What follows belongs to an exercise in optimizing a design on an open flow for small area and a short achievable clock period; a production flow would make more cautious choices.
Where RTL was checked, it was by simulation tests only, not by an equivalence proof against the original.
Power is estimated from default activity; no workload was simulated.

==> run a: inputs <==
==> flow/design.v <==
package isp_video_pkg;
    localparam int PIX_WIDTH  = 10;
    localparam int IMG_WIDTH  = 16;
    localparam int IMG_HEIGHT = 8;
    typedef logic [PIX_WIDTH-1:0]           pix_t;
    typedef logic [$clog2(IMG_WIDTH)-1:0]   col_t;
    typedef logic [$clog2(IMG_HEIGHT)-1:0]  row_t;
    typedef logic [PIX_WIDTH+3:0]           sum_t;
    typedef struct packed {
        pix_t data;
        logic user;
        logic last;
        logic valid;
    } pix_beat_t;
    typedef struct packed {
        pix_t p00;
        pix_t p01;
        pix_t p02;
        pix_t p10;
        pix_t p11;
        pix_t p12;
        pix_t p20;
        pix_t p21;
        pix_t p22;
        logic user;
        logic last;
        logic valid;
    } win3x3_t;
endpackage
package isp_ctrl_pkg;
    typedef logic [9:0] thresh_t;
    typedef struct packed {
        logic    dpc_en;
        thresh_t dpc_threshold;
        logic    gauss_en;
    } isp_cfg_t;
endpackage
`timescale 1ns/1ps
module isp_window_3x3
#(
    parameter int DEPTH = 34
)
(
    input  logic                  pixel_clk,
    input  logic                  shift,
    input  logic [9:0]            pix_in,
    output logic [DEPTH:1][9:0]   dl
);
    always_ff @(posedge pixel_clk)
    begin
        if (shift)
            dl <= {dl[DEPTH-1:1], pix_in};
    end
endmodule
`timescale 1ns/1ps
module isp_dpc
(
    input  logic       dpc_en,
    input  logic [9:0] dpc_threshold,
    input  logic [9:0] p00,
    input  logic [9:0] p01,
    input  logic [9:0] p02,
    input  logic [9:0] p10,
    input  logic [9:0] p11,
    input  logic [9:0] p12,
    input  logic [9:0] p20,
    input  logic [9:0] p21,
    input  logic [9:0] p22,
    output logic [9:0] mid
);
    logic [7:0][9:0] nb;
    logic [10:0] lo_lim;
    logic [10:0] hi_lim;
    logic [7:0] below;
    logic [7:0] above;
    logic [11:0] orth_sum;
    assign nb = {p00, p01, p02, p10, p12, p20, p21, p22};
    assign lo_lim = {1'b0, p11} - {1'b0, dpc_threshold};
    assign hi_lim = {1'b0, p11} + {1'b0, dpc_threshold};
    always_comb
    begin
        for (int i = 0; i < 8; i++)
        begin
            below[i] = nb[i] < lo_lim[9:0];
            above[i] = nb[i] > hi_lim[9:0];
        end
    end
    assign orth_sum = {2'b00, p01} + {2'b00, p10} + {2'b00, p12} + {2'b00, p21};
    assign mid = (dpc_en && ((!lo_lim[10] && (&below)) || (!hi_lim[10] && (&above))))
               ? orth_sum[11:2] : p11;
endmodule
`timescale 1ns/1ps
module isp_gauss
(
    input  logic        gauss_en,
    input  logic [9:0]  m_top,       
    input  logic [9:0]  m_mid,       
    input  logic [9:0]  m_new,       
    input  logic [11:0] v_c1,        
    input  logic [11:0] v_c2,        
    input  logic [9:0]  m_ctr,       
    output logic [11:0] v_c0,        
    output logic [9:0]  out
);
    logic [13:0] total;
    assign v_c0  = {2'b00, m_top} + {1'b0, m_mid, 1'b0} + {2'b00, m_new};
    assign total = {2'b00, v_c2} + {1'b0, v_c1, 1'b0} + {2'b00, v_c0};
    assign out = gauss_en ? total[13:4] : m_ctr;
endmodule
`timescale 1ns/1ps
module isp_top
(
    input  logic    pixel_clk,
    input  logic    rst_n,
    input  logic [9:0]    s_axis_tdata,
    input  logic    s_axis_tuser,
    input  logic    s_axis_tlast,
    input  logic    s_axis_tvalid,
    output logic    s_axis_tready,
    output logic [9:0]    m_axis_tdata,
    output logic    m_axis_tuser,
    output logic    m_axis_tlast,
    output logic    m_axis_tvalid,
    input  logic    m_axis_tready,
    input  logic    dpc_en,
    input  isp_ctrl_pkg::thresh_t dpc_threshold,
    input  logic    gauss_en
);
    localparam int W = isp_video_pkg::IMG_WIDTH;
    logic adv;
    logic take;
    logic [9:0] thr;
    logic [9:0] in_data;
    logic in_user, in_last, in_valid;
    logic in_c1, in_c2, in_r1, in_r2;
    logic [9:0] m_data;
    logic m_user, m_last, m_valid;
    logic m_c1, m_c2, m_r1, m_r2;
    logic [2*W+2:1][9:0] dl_in;
    logic [2*W:1][9:0] dl_m;
    logic [9:0] mid;
    logic [11:0] v_c0, v_c1, v_c2;
    logic [9:0] smooth;
    logic [9:0] out_data;
    logic out_user, out_last, out_valid;
    assign adv           = m_axis_tready;
    assign s_axis_tready = m_axis_tready;
    assign take          = adv && s_axis_tvalid;
    always_ff @(posedge pixel_clk)
        thr <= dpc_threshold;
    always_ff @(posedge pixel_clk or negedge rst_n)
    begin
        if (!rst_n)
        begin
            in_valid  <= 1'b0;
            m_valid   <= 1'b0;
            out_valid <= 1'b0;
        end
        else if (adv)
        begin
            in_valid  <= s_axis_tvalid;
            m_valid   <= in_valid;
            out_valid <= m_valid;
        end
    end
    always_ff @(posedge pixel_clk)
    begin
        if (take)
        begin
            in_data <= s_axis_tdata;
            in_user <= s_axis_tuser;
            in_last <= s_axis_tlast;
            if (s_axis_tuser)
            begin
                in_c1 <= 1'b0;
                in_c2 <= 1'b0;
                in_r1 <= 1'b0;
                in_r2 <= 1'b0;
            end
            else if (in_last)
            begin
                in_c1 <= 1'b0;
                in_c2 <= 1'b0;
                in_r1 <= 1'b1;
                in_r2 <= in_r1;
            end
            else
            begin
                in_c1 <= 1'b1;
                in_c2 <= in_c1;
            end
        end
    end
    isp_window_3x3 #(.DEPTH(2*W+2)) u_dl_in (
        .pixel_clk (pixel_clk),
        .shift     (adv && in_valid),
        .pix_in    (in_data),
        .dl        (dl_in)
    );
    isp_dpc u_dpc (
        .dpc_en        (dpc_en),
        .dpc_threshold (thr),
        .p00 (dl_in[2*W+2] & {10{in_r2 & in_c2}}),
        .p01 (dl_in[2*W+1] & {10{in_r2 & in_c1}}),
        .p02 (dl_in[2*W]   & {10{in_r2}}),
        .p10 (dl_in[W+2]   & {10{in_r1 & in_c2}}),
        .p11 (dl_in[W+1]   & {10{in_r1 & in_c1}}),
        .p12 (dl_in[W]     & {10{in_r1}}),
        .p20 (dl_in[2]     & {10{in_c2}}),
        .p21 (dl_in[1]     & {10{in_c1}}),
        .p22 (in_data),
        .mid (mid)
    );
    always_ff @(posedge pixel_clk)
    begin
        if (adv)
        begin
            m_data <= mid;
            m_user <= in_user;
            m_last <= in_last;
            m_c1   <= in_c1;
            m_c2   <= in_c2;
            m_r1   <= in_r1;
            m_r2   <= in_r2;
        end
    end
    isp_window_3x3 #(.DEPTH(2*W)) u_dl_m (
        .pixel_clk (pixel_clk),
        .shift     (adv && m_valid),
        .pix_in    (m_data),
        .dl        (dl_m)
    );
    always_ff @(posedge pixel_clk)
    begin
        if (adv && m_valid)
        begin
            v_c1 <= v_c0;
            v_c2 <= v_c1;
        end
    end
    isp_gauss u_gauss (
        .gauss_en (gauss_en),
        .m_top    (dl_m[2*W] & {10{m_r2}}),
        .m_mid    (dl_m[W]   & {10{m_r1}}),
        .m_new    (m_data),
        .v_c1     (v_c1 & {12{m_c1}}),
        .v_c2     (v_c2 & {12{m_c2}}),
        .m_ctr    (dl_m[W+1] & {10{m_r1 & m_c1}}),
        .v_c0     (v_c0),
        .out      (smooth)
    );
    always_ff @(posedge pixel_clk)
    begin
        if (adv)
        begin
            out_data <= smooth;
            out_user <= m_user;
            out_last <= m_last;
        end
    end
    assign m_axis_tdata  = out_data;
    assign m_axis_tuser  = out_user;
    assign m_axis_tlast  = out_last;
    assign m_axis_tvalid = out_valid;
endmodule
==> flow/run.sh <==
#!/bin/bash
# synth_recipe.tcl (not shown) runs the flow's synth.tcl, then flattens the netlist and writes it again
# the make line also repeats each setting of config.mk as NAME=value (left out here)
make -C /OpenROAD-flow-scripts/flow DESIGN_CONFIG=/design/flow/config.mk WORK_HOME=/design/flow/orfs CLKGATE_MAP_FILE= SYNTH_SCRIPT=/design/flow/synth_recipe.tcl finish
==> flow/config.mk <==
export PLATFORM = sky130hd
export DESIGN_NAME = isp_top
export DESIGN_NICKNAME = isp_top
export VERILOG_FILES = /design/flow/design.v
export SDC_FILE = /design/flow/constraint.sdc
export NUM_CORES = 4
export LEC_CHECK = 0
export CAP_MARGIN = 20
export CORE_MARGIN = 2
export CORE_UTILIZATION = 40
export SLEW_MARGIN = 20
==> flow/constraint.sdc <==
create_clock -name core_clock -period 16.0 [get_ports {pixel_clk}]
set_input_delay 3.2000 -clock core_clock [delete_from_list [all_inputs] [get_ports {pixel_clk}]]
set_output_delay 3.2000 -clock core_clock [all_outputs]
set_load 0.01 [all_outputs]
==> inputs of run b, as changes to run a <==
==> flow/design.v, changed modules only <==
module isp_dpc
(
    input  logic       dpc_en,
    input  logic [9:0] dpc_threshold,
    input  logic       top_ok,
    input  logic       left_ok,
    input  logic [9:0] p00,
    input  logic [9:0] p01,
    input  logic [9:0] p02,
    input  logic [9:0] p10,
    input  logic [9:0] p11,
    input  logic [9:0] p12,
    input  logic [9:0] p20,
    input  logic [9:0] p21,
    input  logic [9:0] p22,
    output logic [9:0] mid
);
    logic [9:0] q01;
    logic [9:0] q10;
    logic [7:0][9:0] nb;
    logic [7:0] nb_ok;
    logic [10:0] lo_lim;
    logic [10:0] hi_lim;
    logic zero_below;
    logic [7:0] below;
    logic [7:0] above;
    logic [11:0] orth_sum;
    assign q01 = p01 & {10{top_ok}};
    assign q10 = p10 & {10{left_ok}};
    assign nb    = {p00, q01, p02, q10, p12, p20, p21, p22};
    assign nb_ok = {top_ok && left_ok, 1'b1, top_ok, 1'b1, 1'b1, left_ok, 1'b1, 1'b1};
    assign lo_lim = {1'b0, p11} - {1'b0, dpc_threshold};
    assign hi_lim = {1'b0, p11} + {1'b0, dpc_threshold};
    assign zero_below = !lo_lim[10] && (|lo_lim[9:0]);
    logic [7:0][10:0] lt_c;
    logic [7:0][10:0] gt_c;
    always_comb
    begin
        for (int i = 0; i < 8; i++)
        begin
            lt_c[i][0] = 1'b0;
            gt_c[i][0] = 1'b0;
            for (int b = 0; b < 10; b++)
            begin
                lt_c[i][b+1] = (!nb[i][b] && lo_lim[b]) || ((!nb[i][b] || lo_lim[b]) && lt_c[i][b]);
                gt_c[i][b+1] = (nb[i][b] && !hi_lim[b]) || ((nb[i][b] || !hi_lim[b]) && gt_c[i][b]);
            end
            below[i] = nb_ok[i] ? lt_c[i][10] : zero_below;
            above[i] = nb_ok[i] && gt_c[i][10];
        end
    end
    assign orth_sum = {2'b00, q01} + {2'b00, q10} + {2'b00, p12} + {2'b00, p21};
    assign mid = (dpc_en && ((!lo_lim[10] && (&below)) || (!hi_lim[10] && (&above))))
               ? orth_sum[11:2] : p11;
endmodule
module isp_top
(
    input  logic    pixel_clk,
    input  logic    rst_n,
    input  isp_video_pkg::pix_t    s_axis_tdata,
    input  logic    s_axis_tuser,
    input  logic    s_axis_tlast,
    input  logic    s_axis_tvalid,
    output logic    s_axis_tready,
    output isp_video_pkg::pix_t    m_axis_tdata,
    output logic    m_axis_tuser,
    output logic    m_axis_tlast,
    output logic    m_axis_tvalid,
    input  logic    m_axis_tready,
    input  logic    dpc_en,
    input  isp_ctrl_pkg::thresh_t dpc_threshold,
    input  logic    gauss_en
);
    localparam int W = 16;
    logic adv;
    logic take;
    logic [9:0] thr;
    logic lp_last;
    logic lp_c1, lp_c2, lp_r1, lp_r2;
    logic nt_c1, nt_c2, nt_r1, nt_r2;
    logic cur_c1, cur_c2, cur_r1, cur_r2;
    logic [9:0] m_data;
    logic m_user, m_last, m_valid;
    logic m_ok, m_c2, m_r2;
    logic [2*W+2:1][9:0] dl_in;
    logic [2*W:1][9:0] dl_m;
    logic [9:0] dpc_mid;
    logic [11:0] v_c0, v_c1, v_c2;
    logic [9:0] smooth;
    logic [9:0] out_data;
    logic out_user, out_last, out_valid;
    assign adv           = m_axis_tready;
    assign s_axis_tready = m_axis_tready;
    assign take          = adv && s_axis_tvalid;
    always_ff @(posedge pixel_clk)
        thr <= dpc_threshold;
    always_ff @(posedge pixel_clk or negedge rst_n)
    begin
        if (!rst_n)
        begin
            m_valid   <= 1'b0;
            out_valid <= 1'b0;
        end
        else if (adv)
        begin
            m_valid   <= s_axis_tvalid;
            out_valid <= m_valid;
        end
    end
    assign nt_c1 = !lp_last;
    assign nt_c2 = !lp_last && lp_c1;
    assign nt_r1 = lp_last || lp_r1;
    assign nt_r2 = lp_last ? lp_r1 : lp_r2;
    assign cur_c1 = nt_c1 && !s_axis_tuser;
    assign cur_c2 = nt_c2 && !s_axis_tuser;
    assign cur_r1 = nt_r1 && !s_axis_tuser;
    assign cur_r2 = nt_r2 && !s_axis_tuser;
    always_ff @(posedge pixel_clk)
    begin
        if (take)
        begin
            lp_last <= s_axis_tlast;
            lp_c1   <= cur_c1;
            lp_c2   <= cur_c2;
            lp_r1   <= cur_r1;
            lp_r2   <= cur_r2;
        end
    end
    isp_window_3x3 #(.DEPTH(2*W+2)) u_dl_in (
        .pixel_clk (pixel_clk),
        .shift     (take),
        .pix_in    (s_axis_tdata),
        .dl        (dl_in)
    );
    isp_dpc u_dpc (
        .dpc_en        (dpc_en),
        .dpc_threshold (thr),
        .top_ok        (nt_r2),
        .left_ok       (nt_c2),
        .p00 (dl_in[2*W+2]),
        .p01 (dl_in[2*W+1]),
        .p02 (dl_in[2*W]),
        .p10 (dl_in[W+2]),
        .p11 (dl_in[W+1]),
        .p12 (dl_in[W]),
        .p20 (dl_in[2]),
        .p21 (dl_in[1]),
        .p22 (s_axis_tdata),
        .mid (dpc_mid)
    );
    always_ff @(posedge pixel_clk)
    begin
        if (adv)
        begin
            m_data <= dpc_mid & {10{cur_r1 && cur_c1}};
            m_user <= s_axis_tuser;
            m_last <= s_axis_tlast;
            m_ok   <= cur_r1 && cur_c1;
            m_c2   <= cur_c2;
            m_r2   <= cur_r2;
        end
    end
    isp_window_3x3 #(.DEPTH(2*W)) u_dl_m (
        .pixel_clk (pixel_clk),
        .shift     (adv && m_valid),
        .pix_in    (m_data),
        .dl        (dl_m)
    );
    always_ff @(posedge pixel_clk)
    begin
        if (adv && m_valid)
        begin
            v_c1 <= v_c0;
            v_c2 <= v_c1;
        end
    end
    isp_gauss u_gauss (
        .gauss_en (gauss_en),
        .m_top    (dl_m[2*W] & {10{m_r2}}),
        .m_mid    (dl_m[W]),
        .m_new    (m_data),
        .v_c1     (v_c1),
        .v_c2     (v_c2 & {12{m_c2}}),
        .m_ctr    (dl_m[W+1]),
        .v_c0     (v_c0),
        .out      (smooth)
    );
    always_ff @(posedge pixel_clk)
    begin
        if (adv)
        begin
            out_data <= smooth & {10{m_ok}};
            out_user <= m_user;
            out_last <= m_last;
        end
    end
    assign m_axis_tdata  = out_data;
    assign m_axis_tuser  = out_user;
    assign m_axis_tlast  = out_last;
    assign m_axis_tvalid = out_valid;
endmodule
Settings changed: CORE_UTILIZATION 40 to 70, CTS_BUF_LIST set to sky130_fd_sc_hd__clkbuf_8, CTS_CLUSTER_SIZE set to 30.
==> results.txt <==
Run a finished clean. Run b produced a clean layout. Critical path depth is the same in run a and run b. Against run a, the design area of run b is lower by about 9%. Against run b, the sequential power of run a is higher by about 3%. Between run a and run b, the lower non-clock buffer count is in run b (gap 3). Against run a, the register-to-register slack of run b is higher by 0.43 ns. Of run a and run b, run a has the higher clock skew (gap 0.00069 ns). Of run a and run b, run b has the higher clock-buffer cell count (gap 19). Of run b and run a, run b has the higher hold slack (gap 0.013 ns). Between run b and run a, the lower combinational power is in run a (gap about 6%, measured against run a).
==> figures <==
	run b	run a
Diodes inserted	0	1
CLK BUF	109	90
Effective utilization at floorplan	0.706	0.403
Result of the run	timing/DRC/antenna clean	timing/DRC/antenna clean
Width of the die	204 um	277 um
Vertical die dimension	204 um	277 um
Antenna violations before repair	0	2
Destination of the worst register-to-register timing path	out_data[8]$_DFFE_PP_	m_data[3]$_DFFE_PP_
Post-synthesis async set-or-reset flop share	0.00275	0.00405
Share of post-route cells with drive strength above 1	0.104	0.0832
Placed wire-length estimate	30800 um	37600 um
Post-synthesis cell count	1580	1780
Largest net degree at the start of global routing	175	204
Core Rows	73	100
RD Place Congestion	0.923	0.851
Wirelength per Cell	21.3 um	19.6 um
Seq power	2.26 mW	2.32 mW
Post-route clock period utilization	0.492	0.476
Share of the synthesized area in the top cell type	0.767	0.731
The RTL of run b was laid out without a check of its function.

==> separate check: timing with driven ports <==
Ports are ideal in the flow. The routed layouts listed here were re-timed in OpenROAD. Step 1 assumes that a clkbuf_16 drives the clock port and a buf_2 every other input. Step 2 moves the port delays by t, midway between the first and last clock arrival at a register: inputs arrive t later, outputs are due t later. That takes back most of the time a late clock gives input paths. Slacks: ideal / step 1 / step 2; pairs: ideal / step 1.
run	t, ns	setup WS [ns]	clock arrival spread, ns	cell pins on the clock port's net
run a	0.672	8.381 / 8.344 / 8.344	0.043 / 0.043	1
run b	0.726	8.127 / 8.100 / 8.100	0.040 / 0.041	1
After both steps setup and hold are still met in every run listed. The setup slack of run a, which loses most, moves by -0.037 ns with the drivers and by -0.037 ns with both steps.
